Source: an optimization exercise on an open RTL-to-GDS flow (aim: small area and few clock cycles per item). Production flows keep margins and buffers that such runs may drop.
RTL that was checked went through simulation tests only; none was proved equivalent to the original.
The RTL of run 7 was laid out without a check of its function.
Power and IR drop assume default switching activity.

==> flow/flow/run.sh <==
#!/bin/bash
# Own flow: the standard layout (standard.sh, unchanged synthesis and
# steps), except that the port buffers are plain buf_2 cells instead of the
# delay buffers buffer_ports picks by default. Every port still gets a buffer.
set -euo pipefail
export BUFFER_PORTS_ARGS="-buffer_cell sky130_fd_sc_hd__buf_2"
bash standard.sh finish > standard_flow.log 2>&1
==> flow/standard.sh <==
#!/bin/bash
# synth_recipe.tcl (not shown) runs the flow's synth.tcl, then flattens the netlist and writes it again
# the make line also repeats each setting of config.mk as NAME=value (left out here)
make -C /OpenROAD-flow-scripts/flow DESIGN_CONFIG=/design/flow/config.mk WORK_HOME=/design/flow/orfs CLKGATE_MAP_FILE= SYNTH_SCRIPT=/design/flow/synth_recipe.tcl "${@:-finish}"
==> flow/config.mk <==
export PLATFORM = sky130hd
export DESIGN_NAME = stack_with_remove_by_value_unit
export DESIGN_NICKNAME = stack_with_remove_by_value_unit
export VERILOG_FILES = /design/flow/design.v
export SDC_FILE = /design/flow/constraint.sdc
export NUM_CORES = 4
export LEC_CHECK = 0
export CAP_MARGIN = 20
export CORE_MARGIN = 2
export CORE_UTILIZATION = 30
export CTS_CLUSTER_DIAMETER = 100
export CTS_CLUSTER_SIZE = 24
export GPL_TIMING_DRIVEN = 0
export SLEW_MARGIN = 20
export SYNTH_HIERARCHICAL = 1
export SYNTH_MINIMUM_KEEP_SIZE = 0
==> flow/constraint.sdc <==
create_clock -name core_clock -period 3.2 [get_ports {aclk}]
set_input_delay 0.6400 -clock core_clock [delete_from_list [all_inputs] [get_ports {aclk}]]
set_output_delay 0.6400 -clock core_clock [all_outputs]
set_load 0.01 [all_outputs]
==> flow/design.v <==
`timescale 1ns / 1ps
package stkrm_pkg;
    localparam int unsigned DEPTH_DEFAULT = 32;
    localparam int unsigned VALUE_W       = 8;
    localparam int unsigned COUNT_W       = 6;
    localparam int unsigned S_TDATA_W     = 16;
    localparam int unsigned M_TDATA_W     = 24;
    typedef enum logic [1:0] {
        CMD_PUSH   = 2'd0,
        CMD_POP    = 2'd1,
        CMD_PEEK   = 2'd2,
        CMD_REMOVE = 2'd3
    } cmd_t;
    typedef enum logic [1:0] {
        ST_OK    = 2'd0,
        ST_FULL  = 2'd1,
        ST_EMPTY = 2'd2
    } status_t;
    typedef struct packed {
        logic push;
        logic pop;
        logic remove;
    } cell_ctrl_t;
endpackage
`timescale 1ns / 1ps
module stkrm_cell (
    input  logic                              aclk,
    input  logic                              hold,       
    input  logic                              from_up,    
    input  logic                              from_dn,    
    input  logic [stkrm_pkg::VALUE_W-1:0]     above_s,    
    input  logic [stkrm_pkg::VALUE_W-1:0]     below_s,    
    output logic [stkrm_pkg::VALUE_W-1:0]     data_s
);
    for (genvar b = 0; b < stkrm_pkg::VALUE_W; b++) begin : g_bit
        stkrm_bit u_bit (
            .aclk    (aclk),
            .hold    (hold),
            .from_up (from_up),
            .from_dn (from_dn),
            .above_s (above_s[b]),
            .below_s (below_s[b]),
            .data_s  (data_s[b])
        );
    end
endmodule
module stkrm_bit (
    input  logic aclk,
    input  logic hold,
    input  logic from_up,
    input  logic from_dn,
    input  logic above_s,
    input  logic below_s,
    output logic data_s
);
    logic data_reg;
    assign data_s = data_reg;
    always_ff @(posedge aclk) begin
        data_reg <= ~((hold & data_reg) | (from_up & above_s) | (from_dn & below_s));
    end
endmodule
module stkrm_eq8 (
    input  logic [7:0] a,
    input  logic [7:0] b,
    output logic       lo_n,
    output logic       hi_n
);
    logic [7:0] x;
    for (genvar k = 0; k < 8; k++) begin : g_x
        stkrm_xnor2 u_x (.a(a[k]), .b(b[k]), .y(x[k]));
    end
    stkrm_nand4 u_lo (.a(x[0]), .b(x[1]), .c(x[2]), .d(x[3]), .y(lo_n));
    stkrm_nand4 u_hi (.a(x[4]), .b(x[5]), .c(x[6]), .d(x[7]), .y(hi_n));
endmodule
module stkrm_xnor2 (input logic a, input logic b, output logic y);
    assign y = ~(a ^ b);
endmodule
module stkrm_inv (input logic a, output logic y);
    assign y = ~a;
endmodule
module stkrm_nand2 (input logic a, input logic b, output logic y);
    assign y = ~(a & b);
endmodule
module stkrm_nand3 (input logic a, input logic b, input logic c, output logic y);
    assign y = ~(a & b & c);
endmodule
module stkrm_nand4 (input logic a, input logic b, input logic c, input logic d, output logic y);
    assign y = ~(a & b & c & d);
endmodule
module stkrm_nor2 (input logic a, input logic b, output logic y);
    assign y = ~(a | b);
endmodule
module stkrm_nor3 (input logic a, input logic b, input logic c, output logic y);
    assign y = ~(a | b | c);
endmodule
module stkrm_nor4 (input logic a, input logic b, input logic c, input logic d, output logic y);
    assign y = ~(a | b | c | d);
endmodule
module stkrm_and2 (input logic a, input logic b, output logic y);
    assign y = a & b;
endmodule
module stkrm_and3 (input logic a, input logic b, input logic c, output logic y);
    assign y = a & b & c;
endmodule
module stkrm_and4 (input logic a, input logic b, input logic c, input logic d, output logic y);
    assign y = a & b & c & d;
endmodule
module stkrm_phase (
    input  logic aclk,
    input  logic aresetn,
    output logic phase
);
    always_ff @(posedge aclk) begin
        if (!aresetn) phase <= 1'b0;
        else          phase <= !phase;
    end
endmodule
`timescale 1ns / 1ps
module stack_with_remove_by_value_unit #(
    parameter int unsigned DEPTH = stkrm_pkg::DEPTH_DEFAULT
) (
    input  logic                              aclk,
    input  logic                              aresetn,
    input  logic                              s_tvalid,
    output logic                              s_tready,
    input  logic [stkrm_pkg::S_TDATA_W-1:0]   s_tdata,
    output logic                              m_tvalid,
    input  logic                              m_tready,
    output logic [stkrm_pkg::M_TDATA_W-1:0]   m_tdata
);
    localparam int unsigned FILL_W = $clog2(DEPTH + 1);
    localparam int unsigned VW     = stkrm_pkg::VALUE_W;
    localparam int unsigned CW     = stkrm_pkg::COUNT_W;
    localparam int unsigned NG     = DEPTH / 4;         
    logic [1:0]             cmd;
    logic [VW-1:0]          value;
    logic [VW-1:0]          value_s;       
    logic                   accept;
    logic                   empty;
    logic                   full;
    logic                   any_hit;       
    logic                   is_push;
    logic                   is_pop;
    logic                   is_peek;
    logic                   is_remove;
    logic                   shift_dn;      
    logic                   shift_up;      
    logic                   shift_up_n;
    logic                   rm_go;         
    logic                   phase;
    logic [VW-1:0]          key_phase;     
    logic [VW-1:0]          cell_s   [DEPTH];
    logic                   lo_n     [DEPTH];    
    logic                   hi_n     [DEPTH];    
    logic                   look_n   [DEPTH];    
    logic                   hit      [DEPTH];    
    logic                   grp_n    [DEPTH];    
    logic                   dn       [DEPTH];    
    logic                   hold     [DEPTH];    
    logic                   tot_n    [NG];       
    logic                   pre_a_n  [NG+1];     
    logic                   pre_b_n  [NG+1];     
    logic                   occ      [DEPTH];    
    logic [FILL_W-1:0]      fill_reg;
    logic [FILL_W-1:0]      fill_next;
    logic                   out_valid_reg;
    logic [VW-1:0]          out_data_reg;
    logic [1:0]             out_status_reg;
    logic                   out_removed_reg;
    logic [FILL_W+CW-1:0]   count_wide;
    assign cmd       = s_tdata[1:0];
    assign value     = s_tdata[VW+1:2];
    assign value_s   = value ^ key_phase;
    assign accept    = s_tvalid && s_tready;
    assign empty     = (fill_reg == '0);
    assign full      = (fill_reg == FILL_W'(DEPTH));
    assign is_push   = (cmd == stkrm_pkg::CMD_PUSH);
    assign is_pop    = (cmd == stkrm_pkg::CMD_POP);
    assign is_peek   = (cmd == stkrm_pkg::CMD_PEEK);
    assign is_remove = (cmd == stkrm_pkg::CMD_REMOVE);
    assign s_tready = !out_valid_reg || m_tready;
    assign shift_dn   = accept && is_push && !full;
    assign shift_up   = accept && is_pop;         
    assign shift_up_n = !shift_up;
    assign rm_go      = accept && is_remove;
    for (genvar b = 0; b < VW; b++) begin : g_kph
        stkrm_phase u_ph (.aclk(aclk), .aresetn(aresetn), .phase(key_phase[b]));
    end
    for (genvar i = 0; i < DEPTH; i++) begin : g_cell
        logic [VW-1:0] above_s;
        logic [VW-1:0] below_s;
        if (i == 0) begin : g_top
            assign above_s = value_s;
        end else begin : g_mid
            assign above_s = cell_s[i-1];
        end
        if (i == DEPTH - 1) begin : g_bottom
            assign below_s = '0;
        end else begin : g_inner
            assign below_s = cell_s[i+1];
        end
        assign occ[i] = (fill_reg > FILL_W'(i));
        stkrm_eq8   u_eq   (.a(cell_s[i]), .b(value_s), .lo_n(lo_n[i]), .hi_n(hi_n[i]));
        stkrm_nand2 u_look (.a(occ[i]), .b(rm_go), .y(look_n[i]));
        stkrm_nor3  u_hit  (.a(lo_n[i]), .b(hi_n[i]), .c(look_n[i]), .y(hit[i]));
        stkrm_cell u_cell (
            .aclk    (aclk),
            .hold    (hold[i]),
            .from_up (shift_dn),
            .from_dn (dn[i]),
            .above_s (above_s),
            .below_s (below_s),
            .data_s  (cell_s[i])
        );
    end
    for (genvar j = 0; j < NG; j++) begin : g_grp
        stkrm_inv  u_p0 (.a(hit[4*j]), .y(grp_n[4*j]));
        stkrm_nor2 u_p1 (.a(hit[4*j]), .b(hit[4*j+1]), .y(grp_n[4*j+1]));
        stkrm_nor3 u_p2 (.a(hit[4*j]), .b(hit[4*j+1]), .c(hit[4*j+2]), .y(grp_n[4*j+2]));
        stkrm_nor4 u_p3 (.a(hit[4*j]), .b(hit[4*j+1]), .c(hit[4*j+2]), .d(hit[4*j+3]),
                         .y(grp_n[4*j+3]));
        assign tot_n[j] = grp_n[4*j+3];
    end
    assign pre_a_n[0] = 1'b1;
    assign pre_a_n[1] = tot_n[0];
    for (genvar j = 0; j <= 4; j++) begin : g_pb_lo
        assign pre_b_n[j] = 1'b1;
    end
    stkrm_and2 u_a2 (.a(tot_n[0]), .b(tot_n[1]), .y(pre_a_n[2]));
    stkrm_and3 u_a3 (.a(tot_n[0]), .b(tot_n[1]), .c(tot_n[2]), .y(pre_a_n[3]));
    for (genvar j = 4; j <= NG; j++) begin : g_pa_hi
        stkrm_and4 u_a4 (.a(tot_n[0]), .b(tot_n[1]), .c(tot_n[2]), .d(tot_n[3]),
                         .y(pre_a_n[j]));
    end
    assign pre_b_n[5] = tot_n[4];
    stkrm_and2 u_b6 (.a(tot_n[4]), .b(tot_n[5]), .y(pre_b_n[6]));
    stkrm_and3 u_b7 (.a(tot_n[4]), .b(tot_n[5]), .c(tot_n[6]), .y(pre_b_n[7]));
    stkrm_and4 u_b8 (.a(tot_n[4]), .b(tot_n[5]), .c(tot_n[6]), .d(tot_n[7]), .y(pre_b_n[8]));
    stkrm_nand2 u_any (.a(pre_a_n[NG]), .b(pre_b_n[NG]), .y(any_hit));
    for (genvar i = 0; i < DEPTH; i++) begin : g_sel
        localparam int J = i / 4;
        if (J == 0) begin : g_j0
            stkrm_nand2 u_dn (.a(grp_n[i]), .b(shift_up_n), .y(dn[i]));
        end else if (J <= 4) begin : g_jlo
            stkrm_nand3 u_dn (.a(grp_n[i]), .b(pre_a_n[J]), .c(shift_up_n), .y(dn[i]));
        end else begin : g_jhi
            stkrm_nand4 u_dn (.a(grp_n[i]), .b(pre_a_n[J]), .c(pre_b_n[J]), .d(shift_up_n),
                              .y(dn[i]));
        end
        stkrm_nor2 u_hold (.a(dn[i]), .b(shift_dn), .y(hold[i]));
    end
    always_comb begin
        fill_next = fill_reg;
        if (shift_dn)                                fill_next = fill_reg + 1'b1;
        else if ((shift_up && !empty) || any_hit)    fill_next = fill_reg - 1'b1;
    end
    always_ff @(posedge aclk) begin
        if (!aresetn) begin
            phase         <= 1'b0;
            fill_reg      <= '0;
            out_valid_reg <= 1'b0;
        end else begin
            phase    <= !phase;
            fill_reg <= fill_next;
            if (accept) begin
                out_valid_reg <= 1'b1;
            end else if (m_tready) begin
                out_valid_reg <= 1'b0;
            end
        end
    end
    always_ff @(posedge aclk) begin
        if (accept) begin
            out_data_reg    <= ((is_pop || is_peek) && !empty) ? (cell_s[0] ^ {VW{phase}}) : '0;
            out_status_reg  <= (is_push && full)                ? stkrm_pkg::ST_FULL  :
                               ((is_pop || is_peek) && empty)   ? stkrm_pkg::ST_EMPTY :
                                                                  stkrm_pkg::ST_OK;
            out_removed_reg <= any_hit;
        end
    end
    assign count_wide = {{CW{1'b0}}, fill_reg};
    assign m_tvalid = out_valid_reg;
    assign m_tdata  = {{(stkrm_pkg::M_TDATA_W - VW - 2 - 1 - CW){1'b0}},
                       count_wide[CW-1:0], out_removed_reg, out_status_reg,
                       out_data_reg};
endmodule
==> results of run 1 <==
==> routing by layer <==
layer | GRT usage, % | share of wire (%) | wire length (um)
met5 | 0 | 0 | 0
met4 | 4.071 | 2.0 | 738
met3 | 1.500 | 4.6 | 1676
met2 | 27.07 | 49 | 17950
met1 | 21.36 | 45 | 16400
==> worst reg2reg max path: cells and delay by family (launching register included) <==
family / cells / cell delay (ps)
flops: 1 / 470
simple gates: 6 / 1480
xor+xnor: 2 / 320
compound gates: 2 / 200
buf+inv: 3 / 560
==> Yosys stat by module (local to each module, per instance), excerpt <==
module       flops+latches  copies in the design  cell area, um2
stkrm_bit                1                   256           30.03
stkrm_and3               0                     2           6.256
stkrm_xnor2              0                   256           8.758
stkrm_nand2              0                    37           3.754
stkrm_nor4               0                     8           12.51
stkrm_nand4              0                    76           6.256
stkrm_nand3              0                    16           5.005
stkrm_phase              1                     8           33.78
==> cells in the mapped netlist (all sizes together) <==
cell / count
a211oi: 1
a21boi: 3
a21o: 6
a21oi: 1
a221oi: 1
a222oi: 256
a311oi: 1
a41o: 1
and2: 4
and3: 4
and4: 6
buf: 9
clkbuf: 9
conb: 1
dfxtp: 272
edfxtp: 11
ha: 7
inv: 21
mux2i: 5
nand2: 51
nand2b: 8
nand3: 19
nand4: 76
nor2: 58
nor2b: 10
nor3: 42
nor4: 9
o2111ai: 1
o21ai: 12
o21bai: 4
o31ai: 1
or2: 2
or3: 3
or3b: 1
xnor2: 266
xor2: 8
==> cell type report <==
| class | count | area [um2] |
|---|---|---|
| timing repair buffer | 92 | 1084 |
| timing repair inverter | 3 | 26.28 |
| clock buffer | 19 | 410.4 |
| clock inverter | 1 | 8.758 |
| multi-input combinational | 882 | 7838 |
| buffer | 17 | 102.6 |
| tap | 585 | 732.0 |
| fill | 4277 | 27080 |
| sequential | 283 | 5784 |
| inverter | 21 | 105.1 |
==> cells by family after synthesis <==
kind of cell             after synthesis  share of synthesized area [%]
flip-flops                           283                          44.00
AND/OR/NAND/NOR                      293                          13.84
XOR/XNOR                             274                          18.28
multiplexers                           5                         0.3813
buffers and inverters                 39                          1.373
adder cells (fa/ha/maj)                7                         0.6672
AO/OA/AOI/OAI                        288                          21.43
other                                  1                        0.02857
==> cells in the final DEF (no fill, tap or decap), types with 3 or more instances in the layout <==
cell	netlist	routed
buf_16	0	17
nand3_4	0	3
o21bai_1	4	4
and2_1	4	4
nand2b_1	8	8
dfxtp_1	272	267
buf_4	8	41
clkbuf_16	0	15
edfxtp_1	11	11
buf_2	1	34
a21o_1	5	5
nor2_4	0	28
nor2_1	58	28
nand3_2	0	9
buf_12	0	6
xnor2_1	266	266
inv_1	20	19
conb_1	1	15
and4_1	6	3
nand2_1	51	49
clkbuf_1	9	6
dfxtp_2	0	4
nor4_4	0	6
nor3_2	40	29
mux2i_1	5	5
o21ai_0	12	12
ha_1	7	6
nand4_1	76	76
a222oi_1	256	256
nor2b_4	8	8
xor2_4	0	8
nor3_4	0	11
inv_6	0	4
nand3_1	19	7
==> report_power, final <==
part / switching (W) / internal (W) / total (W)
Sequential: 0.00173 / 0.00490 / 0.00663
Combinational: 0.00160 / 0.00230 / 0.00390
Clock: 0.00116 / 0.000913 / 0.00208
==> worst paths after layout <==
path / endpoint / slack (ps) / cells after the start
max: fill_reg[5] / 130 / 13
min: out_valid_reg / 440 / 3
max reg2reg: fill_reg[5] / 130 / 13
min reg2reg: g_kph[7].u_ph.phase / 490 / 1
==> per-stage QoR <==
stage	total power, W	instance area [um2]	instances	util (%)
final	0.01260	16090	1903	37.27
after global routing	0.01333	16090	1903	37.27
after CTS	0.01249	15630	1885	36.20
after detailed placement	0.01036	14840	1838	34.38
after global placement	0.01013	14370	1821	33.29
after floorplan	0.009145	13480	1204	-
==> repair_timing <==
item,4_1_cts,5_1_grt
gates resized for setup,23,66
buffers inserted,22,19
endpoints found under the setup margin,262,262
gates cloned,5,0
pin swaps,17,21
hold buffers,0,0
==> impl_metrics.env, run 1 <==
export IMPL_status="no timing/DRC/antenna violations"
export IMPL_clock_path_buffers=3
export IMPL_grt_pass1_vias=10743
export IMPL_slew_viol_final=0
export IMPL_min_from="s_tvalid"
export IMPL_finalClockSkew_ps=25.19
export IMPL_grt_pass1_wl_um=58950
export IMPL_synth_area_leaders="dfxtp_1 (41%), a222oi_1 (20%), xnor2_1 (18%)"
export IMPL_critical_path_slowest_cell="dfxtp_1"
export IMPL_grt_max_degree=79
export IMPL_setup_ws_ps=132.2
export IMPL_die_w_um=213.2
export IMPL_area_growth_synth_to_final_pct=22.58
export IMPL_setup_violations_final=0
export IMPL_path_class="reg -> reg"
export IMPL_cts_tree="done"
export IMPL_detail_route_antenna_nets=0
export IMPL_arrival_ps=3520
export IMPL_finalHoldViolCount=0
export IMPL_yosys_warnings=25
export IMPL_critPathMaxFanout=16
export IMPL_holdWs_ps=437.2
export IMPL_critPathTopFamily="simple AND/OR/NAND/NOR gates"
export IMPL_vias_per_cell=5.823
export IMPL_pre_cts_slack_ps=-917.4
export IMPL_netlist_area_um2=13130
export IMPL_crit_path_start="g_kph[0].u_ph.phase"
export IMPL_cp_end_kind="register"
export IMPL_gp_congestion=0.8176
export IMPL_ys_types=44
export IMPL_period_share_pct=95.87
export IMPL_crit_path_start_kind="register"
export IMPL_synth_avg_cell_area_um2=11.03
export IMPL_start_util_pct=30.41
export IMPL_coreArea_um2=43170
export IMPL_grt_overflow=0
export IMPL_ys_ff_latch=283
export IMPL_seq_area_frac_synth_pct=44.00
export IMPL_grt_usage_pct=15.82
export IMPL_cap_violations=0
export IMPL_die_h_um=213.2
export IMPL_netlist_area_leader_share_pct=41.48
export IMPL_cp_required_ps=3650
export IMPL_fp_dieArea_um2=45440
export IMPL_relSlewSlack_pct=52.34
export IMPL_crit_path_cell_trace="xor2_4 -> buf_4 -> buf_16 -> xnor2_1 -> nand4_1 -> nor3_4 -> nor4_2 -> and4_1 -> nand2_2 -> a311oi_4 -> buf_4 -> or3_2 -> a21boi_1"
export IMPL_fmax_mhz=326.0
export IMPL_path_clk_slew_ps=100
export IMPL_worst_pin_slew_ps=714.9
export IMPL_largest_reg_flops=256
export IMPL_antenna_found_initial=0
export IMPL_cpPeakStageDelay_ps=470
export IMPL_n_antenna_cell=0
export IMPL_drtIter0Drc=1917
export IMPL_ir_drop_uv=324.7
export IMPL_total_leakage_power_nw=5.698
export IMPL_wl_per_cell_um=19.32
export IMPL_pin_count=46
export IMPL_port_buffers=32
export IMPL_reg2reg_from="g_kph[0].u_ph.phase"
export IMPL_nNetsFinal=1342
export IMPL_htree_levels=1
export IMPL_num_rows=76
export IMPL_numCtsBuffers=15
export IMPL_crit_top_cell="buf_4"
export IMPL_root_buffer="clkbuf_16"
export IMPL_p_per_area_nw_per_um2=783.3
export IMPL_hpwl_um=24880
export IMPL_min_period_ps=3068
export IMPL_synth_top_area_cell="dfxtp_1"
export IMPL_critPathBufInv=3
export IMPL_tns_ps=0
export IMPL_first_pass_iters=10
export IMPL_wl_um=36760
export IMPL_clkLatencyLatePin_ps=510
export IMPL_drive_gt1_share_pct=19.50
export IMPL_hold_class="in -> reg"
export IMPL_syn_inst=1190
export IMPL_route_detailed_drc=0
export IMPL_numClockSinks=283
export IMPL_vias=11081
Testbench counts, summed over its fixed seeds: cycles 16,008, items 16,000.
==> inputs of run 2 (changes only) <==
--- a/flow/config.mk
+++ b/flow/config.mk
@@ -9,4 +9,5 @@
 export CORE_MARGIN = 2
 export CORE_UTILIZATION = 30
+export CTS_BUF_LIST = sky130_fd_sc_hd__clkbuf_8 sky130_fd_sc_hd__clkbuf_16
 export CTS_CLUSTER_DIAMETER = 100
 export CTS_CLUSTER_SIZE = 24
==> impl_metrics.env, run 2 <==
export IMPL_status="no timing/DRC/antenna violations"
export IMPL_r2r_slack_ps=140
export IMPL_nNetsFinal=1342
export IMPL_worst_pin_slew_ps=711.2
export IMPL_reg2reg_depth=13
export IMPL_grt_pass1_vias=10743
export IMPL_fmax_mhz=326.5
export IMPL_crit_path_cell_trace="xor2_4 -> buf_4 -> buf_16 -> xnor2_1 -> nand4_1 -> nor3_4 -> nor4_2 -> and4_1 -> nand2_2 -> a311oi_4 -> buf_4 -> or3_2 -> a21boi_1"
export IMPL_die_w_um=213.2
export IMPL_p_per_area_nw_per_um2=783.2
export IMPL_synth_area_leaders="dfxtp_1 (41%), a222oi_1 (20%), xnor2_1 (18%)"
export IMPL_cts_hold_buf=0
export IMPL_slew_viol_final=0
export IMPL_vias_per_cell=5.821
export IMPL_ys_flop_type="dfxtp_1"
export IMPL_path_clk_slew_ps=110
export IMPL_fp_dieArea_um2=45440
export IMPL_wl_per_cell_um=19.33
export IMPL_gp_congestion=0.8176
export IMPL_largest_reg_flops=256
export IMPL_layout_common_cells="dfxtp_1 (267), xnor2_1 (266), a222oi_1 (256), nand4_1 (76), nand2_1 (49)"
export IMPL_route_detailed_drc=0
export IMPL_synth_top_area_cell="dfxtp_1"
export IMPL_root_buffer="clkbuf_16"
export IMPL_clock_path_buffers=3
export IMPL_clkPwrFrac_pct=16.5
export IMPL_cap_violations=0
export IMPL_port_buffers=32
export IMPL_arrival_ps=3520
export IMPL_netlist_area_um2=13130
export IMPL_yosys_warnings=25
export IMPL_vias=11077
export IMPL_ys_types=44
export IMPL_crit_path_start_kind="register"
export IMPL_critPathMaxFanout=16
export IMPL_total_leakage_power_nw=5.707
export IMPL_htree_levels=1
export IMPL_ys_async_sr_fraction_pct=0
export IMPL_synth_avg_cell_area_um2=11.03
export IMPL_synth_most_common_cell="dfxtp_1"
export IMPL_cp_required_ps=3660
export IMPL_min_from="s_tvalid"
export IMPL_start_util_pct=30.41
export IMPL_grt_usage_pct=15.82
export IMPL_tns_ps=0
export IMPL_grt_pass1_wl_um=58950
export IMPL_pre_cts_slack_ps=-917.4
export IMPL_ir_drop_uv=324.5
export IMPL_drive_gt1_share_pct=19.50
export IMPL_hpwl_um=24880
export IMPL_detail_route_antenna_nets=0
export IMPL_drtIter0Drc=1928
export IMPL_setup_violations_final=0
export IMPL_die_h_um=213.2
export IMPL_min_period_ps=3063
export IMPL_num_rows=76
export IMPL_place_inst=1838
export IMPL_n_antenna_cell=0
export IMPL_antenna_found_initial=0
export IMPL_coreArea_um2=43170
export IMPL_path_class="reg -> reg"
export IMPL_first_pass_iters=7
export IMPL_final_cells=1903
export IMPL_ys_ff_latch=283
export IMPL_finalClockSkew_ps=27.20
export IMPL_finalHoldViolCount=0
export IMPL_power_switching_w=0.004500
export IMPL_area_growth_synth_to_final_pct=22.58
export IMPL_reg2reg_from="g_kph[0].u_ph.phase"
export IMPL_whs_endpoint="out_valid_reg"
export IMPL_critical_path_slowest_cell="dfxtp_1"
export IMPL_relSlewSlack_pct=52.59
export IMPL_crit_top_cell="buf_4"
export IMPL_netlist_area_leader_share_pct=41.48
export IMPL_wl_um=36790
export IMPL_p_int_w=0.008102
export IMPL_power_frac_comb_pct=30.9
export IMPL_grt_overflow=0
export IMPL_cts_tree="done"
export IMPL_ys_top_cells_by_count="dfxtp_1 (272), xnor2_1 (266), a222oi_1 (256)"
export IMPL_hold_class="in -> reg"
export IMPL_synth_edff_count=11
export IMPL_cp_end_kind="register"
export IMPL_period_share_pct=95.72
export IMPL_setup_ws_ps=137.0
export IMPL_seq_area_frac_synth_pct=44.00
export IMPL_syn_inst=1190
export IMPL_grt_max_degree=79
export IMPL_seq_power_share_pct=52.6
export IMPL_numClockSinks=283
export IMPL_min_path_cells=3
export IMPL_sw_frac_of_total_pct=35.71
export IMPL_crit_path_start="g_kph[0].u_ph.phase"
export IMPL_clkLatencyLatePin_ps=520
export IMPL_pin_count=46
export IMPL_final_common_cell="dfxtp_1"
export IMPL_numCtsBuffers=15
export IMPL_cpPeakStageDelay_ps=470
export IMPL_timing_rr_end="fill_reg[5]"
## run 2: cell types whose count changed in the layout (fill, tap and decap cells not counted), sizes merged
cell	delta
clkbuf	-2
inv	+2
## run 2: power groups by stage
stage	Sequential, W	Combinational [W]	Clock [W]
detailed placement	0.00668	0.00368	0
global placement	0.00667	0.00346	0
floorplan	0.00616	0.00298	0
CTS	0.00660	0.00378	0.00211
finish	0.00663	0.00390	0.00207
global route	0.00683	0.00426	0.00224
## run 2: timing repair
item / 4_1_cts / 5_1_grt
gates resized for setup: 23 / 66
setup buffers: 22 / 19
setup endpoints to repair: 262 / 262
pin swaps: 17 / 21
gates cloned: 5 / 0
## run 2: area by class of cell
| type | instances | area [um2] |
|---|---|---|
| well taps | 585 | 732.0 |
| plain buffers | 17 | 102.6 |
| clock buffers | 17 | 402.9 |
| inverters | 21 | 105.1 |
| fillers | 4277 | 27080 |
| multi-input cells | 882 | 7838 |
| clock inverters | 3 | 16.27 |
| repair buffers | 92 | 1084 |
| flip-flops and latches | 283 | 5784 |
| repair inverters | 3 | 26.28 |
## run 2: how the worst max path moves through the flow
| stage | to | cells after the start |
|---|---|---|
| floorplan | g_cell[23].u_cell.g_bit[0].u_bit.data_reg | 9 |
| global placement | g_cell[30].u_cell.g_bit[7].u_bit.data_reg | 10 |
| detailed placement | g_cell[30].u_cell.g_bit[3].u_bit.data_reg | 10 |
| CTS | g_cell[18].u_cell.g_bit[0].u_bit.data_reg | 10 |
| global route | fill_reg[3] | 13 |
| finish | fill_reg[5] | 13 |
## run 2: stage by stage
stage                     hold slack (ps)  total power, W  utilization (%)  instance area [um2]
after CTS                           420.7         0.01249            36.20                15630
after global routing                427.6         0.01333            37.27                16090
final                               430.0         0.01260            37.27                16090
after global placement              495.6         0.01013            33.29                14370
after detailed placement            507.0         0.01036            34.38                14840
after floorplan                     479.8        0.009145                -                13480
## run 2: critical path, delay by kind of cell, from the launching register on
family / cells / cell delay, ps
AOI/OAI and AO/OA: 2 / 200
xor gates and xnor gates: 2 / 310
buffers and inverters: 3 / 560
DFF: 1 / 470
and+or+nand+nor: 6 / 1460
## run 2: logic make-up (layout without fill, tap and decap cells)
kind of cell / Yosys count / after routing / share of synthesized area, %
and+or+nand+nor: 293 / 293 / 13.84
other: 1 / 15 / 0.02857
adders and majority gates: 7 / 7 / 0.6672
muxes: 5 / 5 / 0.3813
DFF: 283 / 283 / 44.00
AOI/OAI and AO/OA: 288 / 288 / 21.43
xor gates and xnor gates: 274 / 274 / 18.28
buffers and inverters: 39 / 153 / 1.373
## run 2: per-module statistics from Yosys (local to each module, per instance), a selection
| module | copies in the design | area, um2 | cells inside | flops+latches |
|---|---|---|---|---|
| stack_with_remove_by_value_unit | 1 | 1474 | 171 | 19 |
| stkrm_and2 | 2 | 6.256 | 1 | 0 |
| stkrm_and3 | 2 | 6.256 | 1 | 0 |
| stkrm_and4 | 6 | 8.758 | 1 | 0 |
| stkrm_bit | 256 | 30.03 | 2 | 1 |
| stkrm_inv | 8 | 3.754 | 1 | 0 |
| stkrm_nand2 | 37 | 3.754 | 1 | 0 |
| stkrm_nand3 | 16 | 5.005 | 1 | 0 |
| stkrm_nand4 | 76 | 6.256 | 1 | 0 |
| stkrm_nor2 | 40 | 3.754 | 1 | 0 |
| stkrm_nor3 | 40 | 10.01 | 1 | 0 |
| stkrm_nor4 | 8 | 12.51 | 1 | 0 |
| stkrm_phase | 8 | 33.78 | 2 | 1 |
| stkrm_xnor2 | 256 | 8.758 | 1 | 0 |
## run 2: per-layer routing
layer	global-route usage (%)	routed length [um]	up-vias
met5	0	0	-
met3	1.500	1811	37
met1	21.36	16280	5479
met2	27.07	17970	376
met4	4.071	722	0
li1	-	-	5185
==> inputs of run 3 (changes only) <==
--- a/flow/config.mk
+++ b/flow/config.mk
@@ -6,12 +6,11 @@
 export NUM_CORES = 4
 export LEC_CHECK = 0
-export CAP_MARGIN = 20
+export CAP_MARGIN = 0
 export CORE_MARGIN = 2
 export CORE_UTILIZATION = 30
-export CTS_BUF_LIST = sky130_fd_sc_hd__clkbuf_8 sky130_fd_sc_hd__clkbuf_16
 export CTS_CLUSTER_DIAMETER = 100
 export CTS_CLUSTER_SIZE = 24
 export GPL_TIMING_DRIVEN = 0
-export SLEW_MARGIN = 20
+export SLEW_MARGIN = 0
 export SYNTH_HIERARCHICAL = 1
 export SYNTH_MINIMUM_KEEP_SIZE = 0
==> impl_metrics.env, run 3 <==
export IMPL_synth_avg_cell_area_um2=11.03
export IMPL_crit_path_start_kind="register"
export IMPL_crit_top_cell="buf_4"
export IMPL_coreArea_um2=43170
export IMPL_fp_dieArea_um2=45440
export IMPL_finalHoldViolCount=0
export IMPL_netlist_area_leader_share_pct=41.48
export IMPL_final_common_cell="dfxtp_1"
export IMPL_wl_per_cell_um=19.12
export IMPL_reg2reg_depth=13
export IMPL_ys_async_sr_fraction_pct=0
export IMPL_layout_common_cells="dfxtp_1 (267), xnor2_1 (266), a222oi_1 (256), nand4_1 (76), nand2_1 (49)"
export IMPL_first_pass_iters=10
export IMPL_cts_tree="done"
export IMPL_drive_gt1_share_pct=18.69
export IMPL_min_from="s_tvalid"
export IMPL_route_detailed_drc=0
export IMPL_pre_cts_slack_ps=-1066
export IMPL_relSlewSlack_pct=51.13
export IMPL_htree_levels=1
export IMPL_timing_rr_end="fill_reg[5]"
export IMPL_arrival_ps=3500
export IMPL_grt_pass1_wl_um=58730
export IMPL_clkLatencyLatePin_ps=500
export IMPL_slew_viol_final=0
export IMPL_syn_inst=1190
export IMPL_hold_class="in -> reg"
export IMPL_min_period_ps=3060
export IMPL_total_leakage_power_nw=5.611
export IMPL_cp_end_kind="register"
export IMPL_whs_endpoint="out_valid_reg"
export IMPL_crit_path_cell_trace="xor2_4 -> buf_12 -> buf_4 -> xnor2_1 -> nand4_1 -> nor3_4 -> nor4_4 -> and4_1 -> nand2_2 -> a311oi_4 -> buf_4 -> or3_2 -> a21boi_1"
export IMPL_r2r_slack_ps=140
export IMPL_fmax_mhz=326.8
export IMPL_setup_violations_final=0
export IMPL_largest_reg_flops=256
export IMPL_area_growth_synth_to_final_pct=20.45
export IMPL_gp_congestion=0.8176
export IMPL_clock_path_buffers=3
export IMPL_grt_max_degree=79
export IMPL_pin_count=46
export IMPL_worst_pin_slew_ps=733.1
export IMPL_antenna_found_initial=0
export IMPL_fin_util_pct=36.62
export IMPL_vias_per_cell=5.759
export IMPL_wl_um=36260
export IMPL_cpPeakStageDelay_ps=470
export IMPL_ys_flop_type="dfxtp_1"
export IMPL_grt_usage_pct=15.72
export IMPL_cap_violations=0
export IMPL_die_h_um=213.2
export IMPL_tns_ps=0
export IMPL_nNetsFinal=1336
export IMPL_grt_overflow=0
export IMPL_synth_top_area_cell="dfxtp_1"
export IMPL_p_per_area_nw_per_um2=791.2
export IMPL_numCtsBuffers=15
export IMPL_ys_types=44
export IMPL_yosys_warnings=25
export IMPL_ir_drop_uv=300.1
export IMPL_die_w_um=213.2
export IMPL_synth_most_common_cell="dfxtp_1"
export IMPL_path_class="reg -> reg"
export IMPL_start_util_pct=30.41
export IMPL_reg2reg_from="g_kph[6].u_ph.phase"
export IMPL_port_buffers=32
export IMPL_place_inst=1830
export IMPL_root_buffer="clkbuf_16"
export IMPL_synth_edff_count=11
export IMPL_finalClockSkew_ps=18.03
export IMPL_detail_route_antenna_nets=0
export IMPL_critical_path_slowest_cell="dfxtp_1"
export IMPL_grt_pass1_vias=10805
export IMPL_ys_top_cells_by_count="dfxtp_1 (272), xnor2_1 (266), a222oi_1 (256)"
export IMPL_numClockSinks=283
export IMPL_vias=10919
export IMPL_holdWs_ps=433.5
export IMPL_setup_ws_ps=140.4
export IMPL_seq_area_frac_synth_pct=44.00
export IMPL_num_rows=76
export IMPL_cts_hold_buf=0
export IMPL_status="no timing/DRC/antenna violations"
export IMPL_period_share_pct=95.61
export IMPL_n_antenna_cell=0
export IMPL_hpwl_um=24550
export IMPL_cp_required_ps=3640
export IMPL_drtIter0Drc=1863
export IMPL_ys_ff_latch=283
export IMPL_path_clk_slew_ps=110
export IMPL_netlist_area_um2=13130
export IMPL_critPathMaxFanout=12
export IMPL_synth_area_leaders="dfxtp_1 (41%), a222oi_1 (20%), xnor2_1 (18%)"
export IMPL_final_cells=1896
export IMPL_min_path_cells=3
## run 3: through the flow
stage	power, W	instance area [um2]
3_5_place_dp	0.01025	14560
4_1_cts	0.01246	15540
3_3_place_gp	0.01013	14370
2_1_floorplan	0.009145	13480
5_1_grt	0.01324	15810
6_report	0.01251	15810
## run 3: per-module statistics from Yosys, one instance, submodules excluded, excerpt
module | cells | times used
stkrm_phase | 2 | 8
stkrm_and4 | 1 | 6
stkrm_inv | 1 | 8
stkrm_nand4 | 1 | 76
stkrm_bit | 2 | 256
stkrm_nor4 | 1 | 8
stkrm_xnor2 | 1 | 256
stkrm_nand3 | 1 | 16
stkrm_and3 | 1 | 2
## run 3: per-layer routing
| metal | global-route usage, % | part of all wire (%) | vias to the layer above |
|---|---|---|---|
| met2 | 26.55 | 48 | 312 |
| met3 | 1.397 | 4.5 | 42 |
| met1 | 21.59 | 45 | 5396 |
| met5 | 0 | 0 | - |
| li1 | - | - | 5169 |
| met4 | 3.999 | 2.0 | 0 |
## run 3: cell families after synthesis
group / Yosys count / share of synthesized area (%)
simple gates: 293 / 13.84
compound gates: 288 / 21.43
flops: 283 / 44.00
xor+xnor: 274 / 18.28
buf+inv: 39 / 1.373
fa+ha+maj: 7 / 0.6672
mux: 5 / 0.3813
other cells: 1 / 0.02857
## run 3: worst max-delay path by stage
stage	from	endpoint	cells after the start
3_3_place_gp	s_tdata[7]	g_cell[30].u_cell.g_bit[7].u_bit.data_reg	10
5_1_grt	fill_reg[0]	g_cell[13].u_cell.g_bit[4].u_bit.data_reg	13
4_1_cts	fill_reg[0]	g_cell[16].u_cell.g_bit[3].u_bit.data_reg	13
6_report	g_kph[6].u_ph.phase	fill_reg[5]	13
3_5_place_dp	s_tdata[5]	g_cell[30].u_cell.g_bit[6].u_bit.data_reg	11
2_1_floorplan	s_tdata[7]	g_cell[23].u_cell.g_bit[0].u_bit.data_reg	9
## run 3: power breakdown
| part | internal [W] | switching [W] | leakage (nW) | total (W) |
|---|---|---|---|---|
| clock network | 0.000944 | 0.00115 | 0.203 | 0.00210 |
| registers | 0.00490 | 0.00172 | 2.41 | 0.00662 |
| logic | 0.00221 | 0.00158 | 3.00 | 0.00379 |
| total | 0.00805 | 0.00446 | 5.61 | 0.0125 |
## run 3: cell type report
class / count / area [um2]
fill: 4319 / 27360
multi-input combinational: 882 / 7815
sequential: 283 / 5782
timing repair buffer: 85 / 823.3
tap: 585 / 732.0
clock buffer: 18 / 386.6
inverter: 21 / 105.1
buffer: 17 / 101.3
timing repair inverter: 4 / 35.03
clock inverter: 1 / 30.03
## run 3: worst max-delay path: cells and delay by family, from the launching register on
family / cells / cell delay, ps
AND/OR/NAND/NOR: 6 / 1460
buffers and inverters: 3 / 540
flip-flops: 1 / 470
XOR/XNOR: 2 / 310
AO/OA/AOI/OAI: 2 / 200
## run 3: repair_timing
action / CTS / global route
setup endpoints to repair: 262 / 262
pin swaps: 22 / 5
cloned: 6 / 0
buffers inserted: 37 / 5
resized for setup: 23 / 57
==> inputs of run 4 (changes only) <==
--- a/flow/config.mk
+++ b/flow/config.mk
@@ -6,5 +6,5 @@
 export NUM_CORES = 4
 export LEC_CHECK = 0
-export CAP_MARGIN = 0
+export CAP_MARGIN = 5
 export CORE_MARGIN = 2
 export CORE_UTILIZATION = 30
@@ -12,5 +12,5 @@
 export CTS_CLUSTER_SIZE = 24
 export GPL_TIMING_DRIVEN = 0
-export SLEW_MARGIN = 0
+export SLEW_MARGIN = 5
 export SYNTH_HIERARCHICAL = 1
 export SYNTH_MINIMUM_KEEP_SIZE = 0
==> impl_metrics.env, run 4 <==
export IMPL_synth_edff_count=11
export IMPL_coreArea_um2=43170
export IMPL_period_share_pct=96.12
export IMPL_relSlewSlack_pct=42.08
export IMPL_grt_overflow=0
export IMPL_ys_flop_type="dfxtp_1"
export IMPL_ir_drop_uv=301.1
export IMPL_cts_tree="done"
export IMPL_power_switching_w=0.004451
export IMPL_die_w_um=213.2
export IMPL_rsz0062_at_grt="yes"
export IMPL_clkPwrFrac_pct=16.4
export IMPL_path_clk_slew_ps=100
export IMPL_seq_area_frac_synth_pct=44.00
export IMPL_slew_viol_final=0
export IMPL_wl_per_cell_um=19.24
export IMPL_port_buffers=32
export IMPL_root_buffer="clkbuf_16"
export IMPL_critPathMaxFanout=8
export IMPL_setup_ws_ps=124.1
export IMPL_numCtsBuffers=15
export IMPL_crit_path_start_kind="register"
export IMPL_synth_avg_cell_area_um2=11.03
export IMPL_ys_async_sr_fraction_pct=0
export IMPL_ys_ff_latch=283
export IMPL_p_int_w=0.007998
export IMPL_start_util_pct=30.41
export IMPL_ys_top_cells_by_count="dfxtp_1 (272), xnor2_1 (266), a222oi_1 (256)"
export IMPL_nNetsFinal=1337
export IMPL_sw_frac_of_total_pct=35.75
export IMPL_drtIter0Drc=1958
export IMPL_layout_common_cells="dfxtp_1 (268), xnor2_1 (266), a222oi_1 (256), nand4_1 (76), nand2_1 (48)"
export IMPL_n_antenna_cell=0
export IMPL_status="no timing/DRC/antenna violations"
export IMPL_setup_violations_final=0
export IMPL_synth_area_leaders="dfxtp_1 (41%), a222oi_1 (20%), xnor2_1 (18%)"
export IMPL_finalHoldViolCount=0
export IMPL_synth_top_area_cell="dfxtp_1"
export IMPL_fin_util_pct=36.57
export IMPL_final_common_cell="dfxtp_1"
export IMPL_pre_cts_slack_ps=-1063
export IMPL_num_rows=76
export IMPL_yosys_warnings=25
export IMPL_holdWs_ps=428.5
export IMPL_worst_pin_slew_ps=868.8
export IMPL_hold_class="in -> reg"
export IMPL_largest_reg_flops=256
export IMPL_htree_levels=1
export IMPL_cts_hold_buf=0
export IMPL_cp_required_ps=3600
export IMPL_grt_pass1_wl_um=58580
export IMPL_seq_power_share_pct=53.2
export IMPL_first_pass_iters=12
export IMPL_pin_count=46
export IMPL_detail_route_antenna_nets=0
export IMPL_r2r_slack_ps=120
export IMPL_grt_pass1_vias=10795
export IMPL_stdcell_area_um2=15790
export IMPL_syn_inst=1190
export IMPL_grt_max_degree=79
export IMPL_netlist_area_leader_share_pct=41.48
export IMPL_wl_um=36490
export IMPL_p_per_area_nw_per_um2=788.5
export IMPL_finalClockSkew_ps=14.81
export IMPL_netlist_area_um2=13130
export IMPL_antenna_found_initial=0
export IMPL_placed_area_um2=14560
export IMPL_synth_most_common_cell="dfxtp_1"
export IMPL_clkLatencyLatePin_ps=500
export IMPL_arrival_ps=3470
export IMPL_fmax_mhz=325.1
export IMPL_clock_path_buffers=3
export IMPL_hpwl_um=24570
export IMPL_grt_usage_pct=15.67
export IMPL_total_leakage_power_nw=5.574
export IMPL_min_period_ps=3076
export IMPL_tns_ps=0
export IMPL_vias_per_cell=5.808
export IMPL_area_growth_synth_to_final_pct=20.27
export IMPL_vias=11018
export IMPL_drive_gt1_share_pct=18.90
export IMPL_path_class="reg -> reg"
export IMPL_cp_end_kind="register"
export IMPL_ys_types=44
export IMPL_gp_congestion=0.8176
export IMPL_fp_dieArea_um2=45440
export IMPL_power_frac_comb_pct=30.5
export IMPL_die_h_um=213.2
export IMPL_route_detailed_drc=0
export IMPL_cap_violations=0
export IMPL_numClockSinks=283
run 4: per-stage QoR:
step / instances / power, W
3_3_place_gp: 1821 / 0.01013
6_report: 1897 / 0.01245
4_1_cts: 1886 / 0.01241
2_1_floorplan: 1204 / 0.009145
3_5_place_dp: 1830 / 0.01025
5_1_grt: 1897 / 0.01318
run 4: layer usage:
metal / GRT usage [%] / up-vias / share of wire [%]
met5: 0 / - / 0
met2: 26.67 / 310 / 48
met1: 21.33 / 5500 / 45
met4: 3.999 / 0 / 2.0
met3: 1.427 / 43 / 4.6
li1: - / 5165 / -
run 4: cells by family after synthesis:
| family | Yosys count | share of synthesized area, % |
|---|---|---|
| AND/OR/NAND/NOR | 293 | 13.84 |
| flip-flops | 283 | 44.00 |
| other | 1 | 0.02857 |
| multiplexers | 5 | 0.3813 |
| XOR/XNOR | 274 | 18.28 |
| adder cells (fa/ha/maj) | 7 | 0.6672 |
| buffers and inverters | 39 | 1.373 |
| AO/OA/AOI/OAI | 288 | 21.43 |
run 4: power by group through the flow:
stage                     logic, W  clock network, W  registers [W]
final                      0.00379           0.00204        0.00662
after global routing       0.00415           0.00221        0.00683
after CTS                  0.00372           0.00209        0.00659
after detailed placement   0.00358                 0        0.00668
after global placement     0.00346                 0        0.00667
after floorplan            0.00298                 0        0.00616
run 4: layout make-up:
class,count,area [um2]
Clock buffer,18,396.6
Timing Repair inverter,3,26.28
Clock inverter,1,5.005
Tap cell,585,732.0
Multi-Input combinational cell,882,7812
Sequential cell,283,5781
Fill cell,4335,27380
Buffer,18,105.1
Inverter,21,107.6
Timing Repair Buffer,86,822.0
run 4: path summary, 6_finish.rpt:
kind	from	to	cells past startpoint
max	fill_reg[0]	fill_reg[1]	14
min	s_tvalid	out_valid_reg	3
max reg2reg	fill_reg[0]	fill_reg[1]	14
min reg2reg	g_kph[0].u_ph.phase	g_kph[0].u_ph.phase	1
run 4: per-module statistics from Yosys (local to each module, per instance), a selection:
module / cell area (um2) / flip-flops and latches / cells inside / times used
stkrm_and3: 6.256 / 0 / 1 / 2
stkrm_inv: 3.754 / 0 / 1 / 8
stack_with_remove_by_value_unit: 1474 / 19 / 171 / 1
stkrm_and2: 6.256 / 0 / 1 / 2
stkrm_phase: 33.78 / 1 / 2 / 8
stkrm_nand3: 5.005 / 0 / 1 / 16
stkrm_nor3: 10.01 / 0 / 1 / 40
stkrm_nor2: 3.754 / 0 / 1 / 40
stkrm_and4: 8.758 / 0 / 1 / 6
stkrm_nor4: 12.51 / 0 / 1 / 8
stkrm_xnor2: 8.758 / 0 / 1 / 256
stkrm_nand2: 3.754 / 0 / 1 / 37
stkrm_bit: 30.03 / 1 / 2 / 256
run 4: worst max-delay path, cell delays in order (launching register included):
cell	delay, ps
dfxtp_2	350
buf_4	170
inv_4	70
ha_4	180
or3b_4	420
a21o_2	230
nand2_2	80
nor3_4	50
nor4_4	310
and4_1	280
nand2_2	110
a311oi_4	310
buf_4	180
mux2i_1	170
nor2b_1	60
run 4: what timing repair did:
action | in CTS | in global routing
resized for setup | 29 | 55
hold endpoints to repair | 0 | 0
pin swaps | 22 | 12
endpoints found under the setup margin | 262 | 262
buffers inserted | 32 | 11
gates cloned | 5 | 0
==> inputs of run 5 (changes only) <==
--- a/flow/config.mk
+++ b/flow/config.mk
@@ -12,4 +12,5 @@
 export CTS_CLUSTER_SIZE = 24
 export GPL_TIMING_DRIVEN = 0
+export SETUP_SLACK_MARGIN = -0.06
 export SLEW_MARGIN = 5
 export SYNTH_HIERARCHICAL = 1
==> impl_metrics.env, run 5 <==
export IMPL_status="no timing/DRC/antenna violations"
export IMPL_fp_dieArea_um2=45440
export IMPL_arrival_ps=3560
export IMPL_route_detailed_drc=0
export IMPL_fmax_mhz=320.8
export IMPL_ys_top_cells_by_count="dfxtp_1 (272), xnor2_1 (266), a222oi_1 (256)"
export IMPL_grt_overflow=0
export IMPL_coreArea_um2=43170
export IMPL_synth_avg_cell_area_um2=11.03
export IMPL_ys_types=44
export IMPL_hold_class="in -> reg"
export IMPL_crit_path_cell_trace="xor2_4 -> buf_4 -> xnor2_1 -> nand4_1 -> nor3_2 -> nor4_2 -> and4_1 -> nand2_2 -> a311oi_4 -> buf_4 -> or3_2 -> a21boi_1"
export IMPL_ys_async_sr_fraction_pct=0
export IMPL_fin_util_pct=36.28
export IMPL_ys_ff_latch=283
export IMPL_drive_gt1_share_pct=17.96
export IMPL_synth_edff_count=11
export IMPL_crit_top_cell="buf_4"
export IMPL_largest_reg_flops=256
export IMPL_netlist_area_leader_share_pct=41.48
export IMPL_r2r_slack_ps=80
export IMPL_yosys_warnings=25
export IMPL_finalHoldViolCount=0
export IMPL_total_leakage_power_nw=5.444
export IMPL_critical_path_slowest_cell="dfxtp_1"
export IMPL_p_per_area_nw_per_um2=792.1
export IMPL_ir_drop_uv=298.1
export IMPL_seq_area_frac_synth_pct=44.00
export IMPL_finalClockSkew_ps=15.27
export IMPL_setup_ws_ps=82.62
export IMPL_die_h_um=213.2
export IMPL_worst_pin_slew_ps=861.9
export IMPL_layout_common_cells="dfxtp_1 (271), xnor2_1 (266), a222oi_1 (256), nand4_1 (76), nand2_1 (49)"
export IMPL_numCtsBuffers=15
export IMPL_port_buffers=32
export IMPL_grt_usage_pct=15.64
export IMPL_hpwl_um=24570
export IMPL_cpPeakStageDelay_ps=470
export IMPL_synth_area_leaders="dfxtp_1 (41%), a222oi_1 (20%), xnor2_1 (18%)"
export IMPL_clkLatencyLatePin_ps=500
export IMPL_vias_per_cell=5.805
export IMPL_cap_violations=0
export IMPL_num_rows=76
export IMPL_min_period_ps=3117
export IMPL_rsz0062_at_grt="yes"
export IMPL_pre_cts_slack_ps=-1063
export IMPL_root_buffer="clkbuf_16"
export IMPL_final_common_cell="dfxtp_1"
export IMPL_synth_most_common_cell="dfxtp_1"
export IMPL_relSlewSlack_pct=42.54
export IMPL_holdWs_ps=428.1
export IMPL_cts_tree="done"
export IMPL_grt_pass1_vias=10781
export IMPL_n_antenna_cell=0
export IMPL_vias=10959
export IMPL_area_growth_synth_to_final_pct=19.31
export IMPL_htree_levels=1
export IMPL_antenna_found_initial=0
export IMPL_period_share_pct=97.42
export IMPL_path_clk_slew_ps=110
export IMPL_pin_count=46
export IMPL_cp_required_ps=3640
export IMPL_gp_congestion=0.8176
export IMPL_setup_violations_final=0
export IMPL_path_class="reg -> reg"
export IMPL_start_util_pct=30.41
export IMPL_grt_max_degree=79
export IMPL_grt_pass1_wl_um=58450
export IMPL_critPathMaxFanout=13
export IMPL_die_w_um=213.2
export IMPL_netlist_area_um2=13130
export IMPL_wl_um=36200
export IMPL_numClockSinks=283
export IMPL_cp_end_kind="register"
export IMPL_crit_path_start_kind="register"
export IMPL_drtIter0Drc=1838
export IMPL_slew_viol_final=0
export IMPL_first_pass_iters=9
export IMPL_synth_top_area_cell="dfxtp_1"
export IMPL_wl_per_cell_um=19.17
export IMPL_ys_flop_type="dfxtp_1"
export IMPL_detail_route_antenna_nets=0
export IMPL_clock_path_buffers=3
export IMPL_syn_inst=1190
export IMPL_nNetsFinal=1328
[run 5: cell families after synthesis]
| logic type | Yosys count | share of synthesized area [%] |
|---|---|---|
| xor gates and xnor gates | 274 | 18.28 |
| and+or+nand+nor | 293 | 13.84 |
| DFF | 283 | 44.00 |
| AOI/OAI and AO/OA | 288 | 21.43 |
| other | 1 | 0.02857 |
| adders and majority gates | 7 | 0.6672 |
| buffers and inverters | 39 | 1.373 |
| muxes | 5 | 0.3813 |
[run 5: per-layer routing]
metal / share of wire (%) / track usage (%)
met1: 45 / 21.29
met2: 48 / 26.54
met3: 4.4 / 1.427
met4: 2.1 / 4.095
met5: 0 / 0
[run 5: worst paths after layout]
| kind | cells after the start | from | endpoint |
|---|---|---|---|
| max | 12 | g_kph[3].u_ph.phase | fill_reg[5] |
| min reg2reg | 1 | g_cell[17].u_cell.g_bit[1].u_bit.data_reg | g_cell[18].u_cell.g_bit[1].u_bit.data_reg |
| min | 3 | s_tvalid | out_valid_reg |
| max reg2reg | 12 | g_kph[3].u_ph.phase | fill_reg[5] |
[run 5: per-module statistics from Yosys, one instance, submodules excluded, a selection]
module | cells | flip-flops and latches | times used | area [um2]
stkrm_nor3 | 1 | 0 | 40 | 10.01
stkrm_xnor2 | 1 | 0 | 256 | 8.758
stkrm_and4 | 1 | 0 | 6 | 8.758
stkrm_bit | 2 | 1 | 256 | 30.03
stkrm_nand4 | 1 | 0 | 76 | 6.256
stkrm_nor4 | 1 | 0 | 8 | 12.51
stkrm_nor2 | 1 | 0 | 40 | 3.754
stkrm_and2 | 1 | 0 | 2 | 6.256
stkrm_and3 | 1 | 0 | 2 | 6.256
stkrm_nand2 | 1 | 0 | 37 | 3.754
stack_with_remove_by_value_unit | 171 | 19 | 1 | 1474
[run 5: worst max-delay path, delay by kind of cell (launching register included)]
family | cells | cell delay (ps)
AND/OR/NAND/NOR | 6 | 1480
buffers and inverters | 2 | 530
flip-flops | 1 | 470
XOR/XNOR | 2 | 370
AO/OA/AOI/OAI | 2 | 200
[run 5: metrics by stage]
stage	TNS, ps	power (W)	cell area, um2	cells
after detailed placement	-212150	0.01025	14560	1830
final	0	0.01240	15660	1888
after global placement	-303430	0.01013	14370	1821
after CTS	-5071	0.01240	15460	1885
after global routing	-1084	0.01314	15660	1888
after floorplan	-25110	0.009145	13480	1204
[run 5: cell type report]
cell class / count / area, um2
multi-input combinational: 882 / 7769
buffer: 17 / 100.1
tap: 585 / 732.0
fill: 4350 / 27510
sequential: 283 / 5777
inverter: 21 / 105.1
timing repair inverter: 3 / 26.28
timing repair buffer: 78 / 750.7
clock inverter: 1 / 5.005
clock buffer: 18 / 396.6
[run 5: where the power goes]
| part | internal (W) | leakage, nW | switching (W) | total, W |
|---|---|---|---|---|
| combinational | 0.00219 | 2.84 | 0.00155 | 0.00374 |
| sequential | 0.00490 | 2.40 | 0.00173 | 0.00662 |
| clock | 0.000884 | 0.198 | 0.00116 | 0.00204 |
| total | 0.00797 | 5.44 | 0.00443 | 0.0124 |
[run 5: what timing repair did]
action | CTS | global route
cloned | 5 | 0
hold buffers | 0 | 0
pin swaps | 22 | 6
buffers inserted | 31 | 4
resized for setup | 23 | 43
setup endpoints to repair | 262 | 260
==> inputs of run 6 (changes only) <==
--- a/flow/config.mk
+++ b/flow/config.mk
@@ -8,9 +8,8 @@
 export CAP_MARGIN = 5
 export CORE_MARGIN = 2
-export CORE_UTILIZATION = 30
+export CORE_UTILIZATION = 50
 export CTS_CLUSTER_DIAMETER = 100
 export CTS_CLUSTER_SIZE = 24
 export GPL_TIMING_DRIVEN = 0
-export SETUP_SLACK_MARGIN = -0.06
 export SLEW_MARGIN = 5
 export SYNTH_HIERARCHICAL = 1
==> impl_metrics.env, run 6 <==
export IMPL_ir_drop_uv=645.1
export IMPL_finalHoldViolCount=0
export IMPL_critical_path_slowest_cell="dfxtp_1"
export IMPL_synth_top_area_cell="dfxtp_1"
export IMPL_cap_violations=0
export IMPL_worst_pin_slew_ps=746.5
export IMPL_status="no timing/DRC/antenna violations"
export IMPL_synth_avg_cell_area_um2=11.03
export IMPL_grt_pass1_wl_um=57060
export IMPL_path_clk_slew_ps=100
export IMPL_path_class="reg -> reg"
export IMPL_hold_class="in -> reg"
export IMPL_fmax_mhz=322.6
export IMPL_nNetsFinal=1327
export IMPL_vias=10825
export IMPL_gp_congestion=0.8557
export IMPL_relSlewSlack_pct=50.23
export IMPL_start_util_pct=50.66
export IMPL_layout_common_cells="dfxtp_1 (269), xnor2_1 (266), a222oi_1 (256), nand4_1 (76), nand2_1 (49)"
export IMPL_grt_max_degree=148
export IMPL_total_leakage_power_nw=5.456
export IMPL_coreArea_um2=25910
export IMPL_grt_pass1_vias=10578
export IMPL_wl_per_cell_um=21.31
export IMPL_ys_ff_latch=283
export IMPL_pin_count=46
export IMPL_syn_inst=1190
export IMPL_antenna_found_initial=0
export IMPL_drive_gt1_share_pct=18.28
export IMPL_cts_tree="done"
export IMPL_period_share_pct=96.87
export IMPL_final_cells=1637
export IMPL_setup_violations_final=0
export IMPL_drtIter0Drc=1660
export IMPL_p_per_area_nw_per_um2=808.6
export IMPL_final_common_cell="dfxtp_1"
export IMPL_grt_usage_pct=24.61
export IMPL_cp_end_kind="register"
export IMPL_netlist_area_um2=13130
export IMPL_n_antenna_cell=0
export IMPL_fin_util_pct=59.26
export IMPL_route_detailed_drc=0
export IMPL_critPathMaxFanout=13
export IMPL_area_growth_synth_to_final_pct=16.99
export IMPL_finalClockSkew_ps=18.54
export IMPL_grt_overflow=0
export IMPL_root_buffer="clkbuf_16"
export IMPL_clock_path_buffers=3
export IMPL_largest_reg_flops=256
export IMPL_synth_most_common_cell="dfxtp_1"
export IMPL_die_h_um=166.0
export IMPL_ys_flop_type="dfxtp_1"
export IMPL_seq_area_frac_synth_pct=44.00
export IMPL_num_rows=59
export IMPL_clkLatencyLatePin_ps=500
export IMPL_port_buffers=32
export IMPL_synth_edff_count=11
export IMPL_htree_levels=1
export IMPL_slew_viol_final=0
export IMPL_ys_types=44
export IMPL_cp_required_ps=3640
export IMPL_finalPower_w=0.01242
export IMPL_ys_top_cells_by_count="dfxtp_1 (272), xnor2_1 (266), a222oi_1 (256)"
export IMPL_fp_dieArea_um2=27560
export IMPL_crit_path_start_kind="register"
export IMPL_min_period_ps=3100
export IMPL_arrival_ps=3540
export IMPL_first_pass_iters=10
export IMPL_numClockSinks=283
export IMPL_yosys_warnings=25
export IMPL_cpPeakStageDelay_ps=470
export IMPL_die_w_um=166.0
export IMPL_crit_path_cell_trace="xor2_4 -> buf_12 -> buf_4 -> xnor2_1 -> nand4_1 -> nor3_4 -> nor4_4 -> and4_1 -> nand2_2 -> a311oi_4 -> buf_6 -> or3_2 -> a21boi_1"
export IMPL_ys_async_sr_fraction_pct=0
export IMPL_netlist_area_leader_share_pct=41.48
export IMPL_hpwl_um=24040
export IMPL_cts_hold_buf=0
export IMPL_place_inst=1580
export IMPL_wl_um=34880
export IMPL_numCtsBuffers=15
export IMPL_vias_per_cell=6.613
export IMPL_synth_area_leaders="dfxtp_1 (41%), a222oi_1 (20%), xnor2_1 (18%)"
export IMPL_detail_route_antenna_nets=0
-- run 6: cell counts after synthesis --
Identical to the previous run, type by type.
-- run 6: final cells by class --
cell class / instances / area, um2
buffer: 17 / 102.6
clock buffer: 18 / 386.6
clock inverter: 1 / 30.03
fill: 2244 / 10560
inverter: 21 / 91.34
multi-input combinational: 882 / 7792
sequential: 283 / 5782
tap: 335 / 419.2
timing repair buffer: 80 / 752.0
-- run 6: metrics by stage --
step	hold slack, ps	TNS, ps	worst slack, ps	area [um2]
after floorplan	479.8	-25110	-153.6	13480
after global placement	497.8	-326140	-1511	14060
after detailed placement	509.4	-223890	-1098	14250
after CTS	401.8	0	3.407	15180
after global routing	428.0	-93.91	-35.26	15360
final	425.6	0	100.1	15360
-- run 6: final timing paths --
check / cells past startpoint / slack [ps] / end / start
worst max-delay path: 13 / 100 / fill_reg[5] / g_kph[7].u_ph.phase
worst max register to register: 13 / 100 / fill_reg[5] / g_kph[7].u_ph.phase
worst min register to register: 1 / 480 / g_kph[1].u_ph.phase / g_kph[1].u_ph.phase
worst min-delay path: 3 / 430 / out_valid_reg / s_tvalid
-- run 6: metal layers --
| layer | track usage [%] | vias to the layer above | wire length, um |
|---|---|---|---|
| met5 | 0 | - | 0 |
| met4 | 5.558 | 0 | 585 |
| met3 | 2.216 | 35 | 1363 |
| met2 | 41.66 | 270 | 17020 |
| met1 | 34.30 | 5374 | 15920 |
| li1 | - | 5146 | - |
-- run 6: per-module statistics from Yosys (local to each module, per instance), excerpt --
module	flops+latches	times used	cell area, um2	cells inside
stkrm_nor4	0	8	12.51	1
stkrm_inv	0	8	3.754	1
stkrm_bit	1	256	30.03	2
stkrm_nand2	0	37	3.754	1
stkrm_nor3	0	40	10.01	1
stkrm_phase	1	8	33.78	2
stkrm_and4	0	6	8.758	1
stkrm_nor2	0	40	3.754	1
stkrm_nand4	0	76	6.256	1
stkrm_and3	0	2	6.256	1
stack_with_remove_by_value_unit	19	1	1474	171
stkrm_and2	0	2	6.256	1
stkrm_nand3	0	16	5.005	1
stkrm_xnor2	0	256	8.758	1
-- run 6: critical path, delay by kind of cell (launching register included) --
family | cells | cell delay, ps
XOR/XNOR | 2 | 390
AND/OR/NAND/NOR | 6 | 1430
buffers and inverters | 3 | 530
AO/OA/AOI/OAI | 2 | 200
flip-flops | 1 | 470
-- run 6: kinds of logic (layout without fill, tap and decap cells) --
logic type      after synthesis  in the layout  share of synthesized area, %
simple gates                293            293                         13.84
compound gates              288            288                         21.43
flops                       283            283                         44.00
xor+xnor                    274            274                         18.28
buf+inv                      39            137                         1.373
fa+ha+maj                     7              7                        0.6672
mux                           5              5                        0.3813
other cells                   1             15                       0.02857
-- run 6: repair_timing --
| item | in CTS | in global routing |
|---|---|---|
| gates cloned | 1 | 0 |
| gates resized for setup | 36 | 43 |
| pin swaps | 23 | 11 |
| setup endpoints to repair | 262 | 240 |
| buffers inserted | 34 | 4 |
-- run 6: where the power goes --
part | switching [W] | internal (W) | leakage (nW)
registers | 0.00171 | 0.00490 | 2.41
clock network | 0.00113 | 0.000943 | 0.203
logic | 0.00153 | 0.00220 | 2.85
==> inputs of run 7 (changes only) <==
--- a/flow/design.v
+++ b/flow/design.v
@@ -196,5 +196,5 @@
         end
         if (i == DEPTH - 1) begin : g_bottom
-            assign below_s = '0;
+            assign below_s = cell_s[i];           
         end else begin : g_inner
             assign below_s = cell_s[i+1];
==> impl_metrics.env, run 7 <==
export IMPL_ys_ff_latch=283
export IMPL_ys_types=44
export IMPL_syn_inst=1190
export IMPL_clkLatencyLatePin_ps=500
export IMPL_wl_per_cell_um=21.87
export IMPL_die_w_um=166.0
export IMPL_ys_flop_type="dfxtp_1"
export IMPL_ys_top_cells_by_count="dfxtp_1 (272), xnor2_1 (266), a222oi_1 (256)"
export IMPL_port_buffers=32
export IMPL_fmax_mhz=323.4
export IMPL_grt_pass1_wl_um=58240
export IMPL_path_clk_slew_ps=100
export IMPL_status="no timing/DRC/antenna violations"
export IMPL_synth_area_leaders="dfxtp_1 (41%), a222oi_1 (20%), xnor2_1 (18%)"
export IMPL_largest_reg_flops=256
export IMPL_timing_rr_end="fill_reg[5]"
export IMPL_wl_um=35860
export IMPL_cp_end_kind="register"
export IMPL_setup_violations_final=0
export IMPL_synth_top_family_by_area="compound AO/OA/AOI/OAI gates"
export IMPL_synth_most_common_cell="dfxtp_1"
export IMPL_num_rows=59
export IMPL_cap_violations=0
export IMPL_critPathMaxFanout=15
export IMPL_netlist_area_leader_share_pct=41.48
export IMPL_cp_required_ps=3630
export IMPL_layout_common_cells="dfxtp_1 (267), xnor2_1 (266), a222oi_1 (256), nand4_1 (76), nand2_1 (49)"
export IMPL_min_period_ps=3093
export IMPL_synthMuxAreaShare_pct=0.3813
export IMPL_total_leakage_power_nw=5.524
export IMPL_yosys_warnings=25
export IMPL_seq_area_frac_synth_pct=44.00
export IMPL_antenna_found_initial=0
export IMPL_root_buffer="clkbuf_16"
export IMPL_reg2reg_from="g_kph[2].u_ph.phase"
export IMPL_tns_ps=0
export IMPL_ys_async_sr_fraction_pct=0
export IMPL_clock_path_buffers=3
export IMPL_arrival_ps=3530
export IMPL_drive_gt1_share_pct=19.31
export IMPL_coreArea_um2=25910
export IMPL_crit_path_start_kind="register"
export IMPL_grt_pass1_vias=10754
export IMPL_final_cells=1640
export IMPL_cts_tree="done"
export IMPL_period_share_pct=96.64
export IMPL_ir_drop_uv=542.4
export IMPL_detail_route_antenna_nets=0
export IMPL_synth_simple_area_share_pct=13.84
export IMPL_finalClockSkew_ps=14.01
export IMPL_relSlewSlack_pct=50.23
export IMPL_worst_pin_slew_ps=746.6
export IMPL_slew_viol_final=0
export IMPL_drtIter0Drc=1657
export IMPL_cts_hold_buf=0
export IMPL_hpwl_um=24160
export IMPL_synth_fa_ha_area_share_pct=0.6672
export IMPL_netlist_area_um2=13130
export IMPL_r2r_slack_ps=110
export IMPL_synth_top_area_cell="dfxtp_1"
export IMPL_reg2reg_depth=14
export IMPL_final_common_cell="dfxtp_1"
export IMPL_nNetsFinal=1331
export IMPL_whs_endpoint="out_valid_reg"
export IMPL_die_h_um=166.0
export IMPL_synth_avg_cell_area_um2=11.03
export IMPL_min_from="s_tvalid"
export IMPL_vias_per_cell=6.696
export IMPL_pin_count=46
export IMPL_n_antenna_cell=0
export IMPL_grt_overflow=0
## run 7: cell counts after synthesis
No cell type changed its count.
## run 7: modules after synthesis (local to each module, per instance), excerpt
module | flip-flops and latches | cells | times used
stkrm_phase | 1 | 2 | 8
stkrm_and4 | 0 | 1 | 6
stkrm_and3 | 0 | 1 | 2
stkrm_nor4 | 0 | 1 | 8
stkrm_nand4 | 0 | 1 | 76
stkrm_inv | 0 | 1 | 8
stkrm_nor2 | 0 | 1 | 40
## run 7: worst max path at each step
stage,to,slack [ps],startpoint,depth (start not counted)
after floorplan,g_cell[23].u_cell.g_bit[0].u_bit.data_reg,-150,s_tdata[7],9
after global placement,g_cell[30].u_cell.g_bit[6].u_bit.data_reg,-1520,s_tdata[4],10
after detailed placement,g_cell[30].u_cell.g_bit[4].u_bit.data_reg,-1040,s_tdata[2],11
after CTS,fill_reg[2],-10,fill_reg[0],14
after global routing,fill_reg[2],1,fill_reg[2],14
final,fill_reg[5],110,g_kph[2].u_ph.phase,14
## run 7: repair_timing
item	in CTS	in global routing
pin swaps	23	14
resized for setup	26	54
buffers inserted	39	10
cloned	2	1
endpoints found under the setup margin	262	262
## run 7: report_power, final
| part | total [W] | internal [W] | switching [W] |
|---|---|---|---|
| sequential | 0.00664 | 0.00491 | 0.00174 |
| combinational | 0.00378 | 0.00222 | 0.00156 |
| clock | 0.00201 | 0.000861 | 0.00115 |
## run 7: layout make-up
class	instances	area, um2	share of cell area [%]
multi-input cells	874	7756	50.27
flip-flops and latches	283	5784	37.49
repair buffers	92	867.1	5.620
well taps	335	419.2	2.717
clock buffers	17	382.9	2.481
inverters	21	105.1	0.6812
plain buffers	16	97.59	0.6325
repair inverters	1	11.26	0.07298
clock inverters	1	6.256	0.04054
## run 7: critical path, stage by stage, from the launching register on
cell      delay [ps]
dfxtp_1          480
xor2_4           240
buf_12           210
buf_4            130
xnor2_1          130
nand4_1          170
nor3_4           260
nor4_4            50
buf_4            170
and4_1           230
nand2_2          110
a311oi_4          50
buf_6            180
or3_2            450
a21boi_1         150
## run 7: layer usage
| metal | GRT usage, % | share of wire (%) |
|---|---|---|
| met1 | 34.85 | 44 |
| met4 | 4.991 | 1.7 |
| met5 | 0 | 0 |
| met2 | 42.81 | 49 |
| met3 | 2.598 | 4.7 |
## run 7: cell families after synthesis
| kind of cell | count (synthesis) |
|---|---|
| flops | 283 |
| buf+inv | 39 |
| mux | 5 |
| other cells | 1 |
| xor+xnor | 274 |
| compound gates | 288 |
| fa+ha+maj | 7 |
| simple gates | 293 |
## run 7: through the flow
stage / hold WS [ps] / worst slack [ps] / total power (W) / instance area [um2] / utilization [%]
2_1_floorplan: 483.3 / -153.6 / 0.009189 / 13450 / -
6_report: 426.9 / 107.4 / 0.01244 / 15430 / 59.55
3_5_place_dp: 511.0 / -1035 / 0.01029 / 14220 / 54.88
3_3_place_gp: 508.6 / -1519 / 0.01018 / 14030 / 54.14
4_1_cts: 414.1 / -10.59 / 0.01242 / 15140 / 58.45
5_1_grt: 441.9 / 1.447 / 0.01321 / 15430 / 59.55

Check on run 7: ideal ports give 0.107 ns setup slack; a clkbuf_16 on the clock port and buf_2 on the inputs give 0.107 ns; moving port delays by the midpoint clock arrival (0.542 ns) as well gives -0.219 ns.
